This is an optimization exercise on Yosys and OpenROAD, whose aim is small area and a short achievable clock period, not a production implementation.
Only simulation tests tie the RTL to the original design; equivalence was not proved.
Power is estimated from default activity; no workload was simulated.

Setup of v41:
==> flow/design.v <==
package aluOpPkg;
    typedef enum logic [2-1:0] {
        UNIT_NONE  = 2'b00,
        UNIT_ARITH = 2'b01,
        UNIT_LOGIC = 2'b10,  
        UNIT_BITS  = 2'b11   
    } aluUnit_e;
    typedef enum logic [2+4-1:0] {
        ALU_NOP    = 6'h00,
        ALU_ADD    = 6'h10,
        ALU_SUB    = 6'h11,
        ALU_INCA   = 6'h12,
        ALU_DECA   = 6'h13,
        ALU_NEG    = 6'h14,
        ALU_ABS    = 6'h15,
        ALU_SLT    = 6'h16,
        ALU_SLTU   = 6'h17,
        ALU_MIN    = 6'h18,
        ALU_MINU   = 6'h19,
        ALU_MAX    = 6'h1a,
        ALU_MAXU   = 6'h1b,  
        ALU_AND    = 6'h20,
        ALU_OR     = 6'h21,
        ALU_XOR    = 6'h22,
        ALU_NAND   = 6'h23,
        ALU_NOR    = 6'h24,
        ALU_XNOR   = 6'h25,
        ALU_ANDN   = 6'h26,
        ALU_ORN    = 6'h27,
        ALU_XORN   = 6'h28,
        ALU_NOT    = 6'h29,
        ALU_SLL    = 6'h30,
        ALU_SRL    = 6'h31,
        ALU_SRA    = 6'h32,
        ALU_ROL    = 6'h33,
        ALU_ROR    = 6'h34,
        ALU_CLZ    = 6'h35,
        ALU_CTZ    = 6'h36,
        ALU_PCNT   = 6'h37,
        ALU_BITREV = 6'h38,
        ALU_BSWAP  = 6'h39
    } aluOp_e;
    typedef struct packed {
        aluUnit_e                   unit;
        logic [4-1:0] func;
    } aluOpFields_s;
    typedef union packed {
        aluOp_e       op;
        aluOpFields_s fields;
    } aluOpWord_u;
    localparam int arithFuncCount = 12;
    localparam int logicFuncCount = 10;
    localparam int bitsFuncCount  = 10;
    function automatic logic [2-1:0] unitOf(
            input logic [2+4-1:0] word);
        logic [2-1:0] unit;
        logic [4-1:0] func;
        logic                       known;
        unit = word[4 +: 2];
        func = word[4-1:0];
        case (unit)
            UNIT_ARITH: known = func < arithFuncCount;
            UNIT_LOGIC: known = func < logicFuncCount;
            UNIT_BITS:  known = func < bitsFuncCount;
            default:    known = 1'b0;
        endcase
        unitOf = known ? unit : UNIT_NONE;
    endfunction
endpackage
package aluResultPkg;
    typedef struct packed {
        logic carryOut;    
        logic overflow;
        logic evenParity;  
        logic oddParity;
        logic sign;
        logic zero;
    } aluFlags_s;
    typedef struct packed {
        logic [32-1:0] opA;
        logic [32-1:0] opB;
        logic                  cIn;
        logic [2+4-1:0] op;  
    } aluRequest_s;
    typedef struct packed {
        logic [32-1:0] value;
        logic                  carryOut;
        logic                  overflow;
    } unitResult_s;
    typedef struct packed {
        logic [32-1:0] result;
        aluFlags_s             flags;
        logic                  outValid;
    } aluResponse_s;
endpackage
module alu_top (
    input  logic                       clk,
    input  logic                       reset,
    input  logic                       enable,
    input  logic [2+4-1:0] op,
    input  logic [32-1:0]      opA,
    input  logic [32-1:0]      opB,
    input  logic                       cIn,
    output logic [32-1:0]      result,
    output logic [6-1:0] flags,
    output logic                       outValid
);
    logic [1:0] unit;
    logic [3:0] fn;
    assign unit = op[5:4];
    assign fn   = op[3:0];
    logic isArith, isLogic, isBits;
    assign isArith = (unit == 2'b01) && (fn < 4'd12);
    assign isLogic = (unit == 2'b10) && (fn < 4'd10);
    assign isBits  = (unit == 2'b11) && (fn < 4'd10);
    logic        useB, invY, invX, addC, selP, selG;
    logic [31:0] x, y, p, g, sum;
    logic        cout;
    assign useB = unit[1] ? ~(fn[3] & fn[0]) : (fn[3] | ~(fn[2] ^ fn[1]));
    assign invY = unit[1] ? (fn[3] | fn[2] | (fn[1] & fn[0]))
                          : (fn[3] | (fn[2] & fn[1]) | (~fn[2] & fn[0]));
    assign invX = unit[1] ? (~fn[3] & (fn[2] ? (~fn[1] & ~fn[0]) : (fn[1] & fn[0])))
                          : (~fn[3] & fn[2] & ~fn[1]);
    assign addC = fn[3] | fn[2] | (fn[1] ? ~fn[0] : (cIn ^ fn[0]));
    assign selP = isLogic & (fn != 4'd0) & (fn != 4'd4) & (fn != 4'd6);
    assign selG = isLogic & ((fn == 4'd0) | (fn == 4'd1) | (fn == 4'd3) | (fn == 4'd4)
                           | (fn == 4'd6) | (fn == 4'd7));
    assign x = opA ^ {32{invX}};
    assign y = (opB & {32{useB}}) ^ {32{invY}};
    assign p = x ^ y;
    assign g = x & y;
    logic [31:0] G, P;
    always_comb begin
        G = g;
        P = p;
        G[0] = g[0] | (p[0] & addC);
        for (int l = 0; l < 5; l++) begin
            for (int i = 0; i < 32; i++) begin
                if ((i % (2 << l)) == (2 << l) - 1) begin
                    G[i] = G[i] | (P[i] & G[i - (1 << l)]);
                    P[i] = P[i] & P[i - (1 << l)];
                end
            end
        end
        for (int l = 3; l >= 0; l--) begin
            for (int i = 0; i < 32; i++) begin
                if ((i % (2 << l)) == (1 << l) - 1 && i >= (2 << l)) begin
                    G[i] = G[i] | (P[i] & G[i - (1 << l)]);
                    P[i] = P[i] & P[i - (1 << l)];
                end
            end
        end
    end
    assign sum  = p ^ {G[30:0], addC};
    assign cout = G[31];
    logic addCarry, addOvf;
    assign addCarry = (fn[3:2] == 2'b00) & (cout ^ fn[0]);
    assign addOvf   = ((fn[3:2] == 2'b00) | (fn == 4'd5))
                    & (x[31] == y[31]) & (sum[31] != x[31]);
    logic ltFlip, pickFlip, lt, pickA;
    assign ltFlip   = ~fn[0] & (opA[31] ^ opB[31]);
    assign pickFlip = ltFlip ^ fn[1];
    assign lt       = ~(cout ^ ltFlip);
    assign pickA    = ~(cout ^ pickFlip);
    logic [31:0] logicRes;
    assign logicRes = ({32{selP}} & p) | ({32{selG}} & g);
    logic        left, revIn, isRot, fill;
    logic [4:0]  r;
    logic [31:0] rev, xin, rot, shiftRes, bswap;
    assign left  = (fn == 4'd0) | (fn == 4'd3);
    assign revIn = left | (fn == 4'd5) | (fn == 4'd8);
    assign isRot = (fn == 4'd3) | (fn == 4'd4);
    assign fill  = (fn == 4'd2) & opA[31];
    assign r     = (fn == 4'd8) ? 5'd0 : opB[4:0];
    always_comb begin
        for (int i = 0; i < 32; i++) rev[i] = opA[31-i];
        for (int i = 0; i < 4; i++) bswap[8*i +: 8] = opA[24-8*i +: 8];
    end
    assign xin = revIn ? rev : opA;
    always_comb begin
        logic [31:0] t, n;
        t = xin;
        for (int k = 0; k < 5; k++) begin
            for (int i = 0; i < 32; i++) begin
                if (i + (1 << k) < 32)
                    n[i] = r[k] ? t[i + (1 << k)] : t[i];
                else
                    n[i] = r[k] ? (isRot ? t[i + (1 << k) - 32] : fill) : t[i];
            end
            t = n;
        end
        rot = t;
        for (int i = 0; i < 32; i++) shiftRes[i] = left ? rot[31-i] : rot[i];
    end
    logic [5:0] tz;
    always_comb begin
        logic [15:0] v16;
        logic [7:0]  v8;
        logic [3:0]  v4;
        logic [1:0]  v2;
        logic        z16, z8, z4, z2, z1, zAll;
        z16 = ~|xin[15:0];
        v16 = z16 ? xin[31:16] : xin[15:0];
        z8  = ~|v16[7:0];
        v8  = z8 ? v16[15:8] : v16[7:0];
        z4  = ~|v8[3:0];
        v4  = z4 ? v8[7:4] : v8[3:0];
        z2  = ~|v4[1:0];
        v2  = z2 ? v4[3:2] : v4[1:0];
        z1  = ~v2[0];
        zAll = z16 & ~|xin[31:16];
        tz = zAll ? 6'd32 : {1'b0, z16, z8, z4, z2, z1};
    end
    logic [5:0] pc;
    always_comb begin
        logic [1:0] p2 [16];
        logic [2:0] p3 [8];
        logic [3:0] p4 [4];
        logic [4:0] p5 [2];
        for (int i = 0; i < 16; i++) p2[i] = {1'b0, opA[2*i]} + {1'b0, opA[2*i+1]};
        for (int i = 0; i < 8; i++)  p3[i] = {1'b0, p2[2*i]} + {1'b0, p2[2*i+1]};
        for (int i = 0; i < 4; i++)  p4[i] = {1'b0, p3[2*i]} + {1'b0, p3[2*i+1]};
        for (int i = 0; i < 2; i++)  p5[i] = {1'b0, p4[2*i]} + {1'b0, p4[2*i+1]};
        pc = {1'b0, p5[0]} + {1'b0, p5[1]};
    end
    logic [31:0] bitsRes;
    always_comb begin
        case (fn)
            4'd5, 4'd6: bitsRes = {26'd0, tz};
            4'd7:       bitsRes = {26'd0, pc};
            4'd9:       bitsRes = bswap;
            default:    bitsRes = shiftRes;
        endcase
    end
    logic [31:0] early, value;
    logic        known, selArith, selSum, selSlt, selMM, selAbsA, selMinA, selMinB, selBits, load;
    assign selArith = isArith & ~reset;
    assign selSum   = selArith & ((fn[3:2] == 2'b00) | (fn == 4'd4) | ((fn == 4'd5) & opA[31]));
    assign selAbsA  = selArith & (fn == 4'd5) & ~opA[31];
    assign selSlt   = selArith & (fn[3:1] == 3'b011);
    assign selMM    = selArith & fn[3];
    assign selMinA  = (pickA ? selMM : 1'b0) | selAbsA;
    assign selMinB  = pickA ? 1'b0 : selMM;
    assign selBits  = isBits & ~reset;
    assign known    = (isArith | isLogic | isBits) & ~reset;
    assign early    = ({32{selSum}} & sum)
                    | ({32{~reset}} & logicRes)
                    | ({32{selBits}}  & bitsRes);
    assign value    = early | ({32{selMinA}} & opA) | ({32{selMinB}} & opB)
                    | {31'd0, selSlt & lt};
    assign load     = enable | reset;
    logic carryQ, ovfQ, knownQ;
    always_ff @(posedge clk) begin
        outValid <= enable & ~reset;
        if (load) begin
            result <= value;
            carryQ <= selArith & addCarry;
            ovfQ   <= selArith & addOvf;
            knownQ <= known;
        end
    end
    logic oddQ;
    assign oddQ  = ^result;
    assign flags = {carryQ, ovfQ, knownQ & ~oddQ, oddQ, result[31], knownQ & ~|result};
endmodule
Settings: LEC_CHECK=0, ABC_AREA=1, CAP_MARGIN=20, CORE_MARGIN=2, CORE_UTILIZATION=50, SETUP_SLACK_MARGIN=4.5, SLEW_MARGIN=20; clock period 10.5 ns.
standard.sh (not shown) runs the stock make flow with config.mk's settings and CLKGATE_MAP_FILE= SYNTH_SCRIPT=/design/flow/synth_recipe.tcl, a recipe that flattens the netlist after the stock synthesis.
==> flow/flow/run.sh <==
#!/bin/bash
# The standard layout, with two changes: no full/half adder cells
# (ADDER_MAP_FILE left empty, so ABC maps the adder logic itself), and plain
# buffers (instead of the slow delay-cell default) buffer the ports.
set -euo pipefail
export BUFFER_PORTS_ARGS="-buffer_cell sky130_fd_sc_hd__buf_2"
bash standard.sh ADDER_MAP_FILE= finish > standard_flow.log 2>&1
v41 | stages: all done | timing, DRC, antenna: all pass
## Diff of input files: v3 against v41
Settings: CORE_UTILIZATION changed from 50 to 40.
Notes after the runs:
For v3, the uppermost layer routed was met5, unlike v41, where it was met4.
On area used by multi-input combinational logic, v41 tracks v3 almost exactly.
Going from v41 to v3, final weighted congestion of routability-driven global placement shrinks by 0.060.
NOTE: multi-input gate share of total cell area in v3 falls short of that of v41
v3 against v41: combined global-route utilization of all metal layers lower, post-route worst setup slack higher, final critical delay including setup and external delays lower, clock buffer instance count of the final layout higher, height of the die higher.
v3 reports a higher internal portion of total power than v41 does.
From v3 to v41, setup-violating endpoint count in the final report did not move at all.
Of v3 and v41, the lower number of placed instances with taps included belongs to v41.
Modified inputs, v38 compared to v3
Settings: SETUP_SLACK_MARGIN now 4.2, was 4.5.
==> notes.md <==
- v38 reached the end of the flow, and the finished layout is clean on the timing, design-rule and antenna checks.
- Min delay contributed by the slowest stage of the critical path across v3 and v38: v38
- Summary of v38 over v3: core utilization shows a reduction of 0.88 points, area of all placed cells without fillers lost about 2%, fraction of the mapped netlist area in compound gates ~0 delta.

==> static timing again, ports no longer ideal <==
In the flow no input, the clock included, has a driving cell. The finished layouts below were timed again as built, in two steps. Step 1 (the two cells are an assumption about what drives the block):
set clk [get_ports {clk}]
set_driving_cell -lib_cell sky130_fd_sc_hd__clkbuf_16 $clk
set_driving_cell -lib_cell sky130_fd_sc_hd__buf_2 [delete_from_list [all_inputs] $clk]
Step 2, shift: input delay + t, output delay - t, t = (earliest + latest rising clock arrival at the registers) / 2. This alone moves slack from input paths to output paths. a / b / c = ideal / step 1 / step 2; a / b = the first two.
run	t (ns)	slack for setup (ns)	worst register clock-pin slew, ns
v41	0.333	4.635 / 4.655 / 4.323	0.07 / 0.07
v3	0.328	4.715 / 4.731 / 4.403	0.07 / 0.07
v38	0.328	4.426 / 4.445 / 4.117	0.07 / 0.07
After both steps every run listed still meets setup and hold.
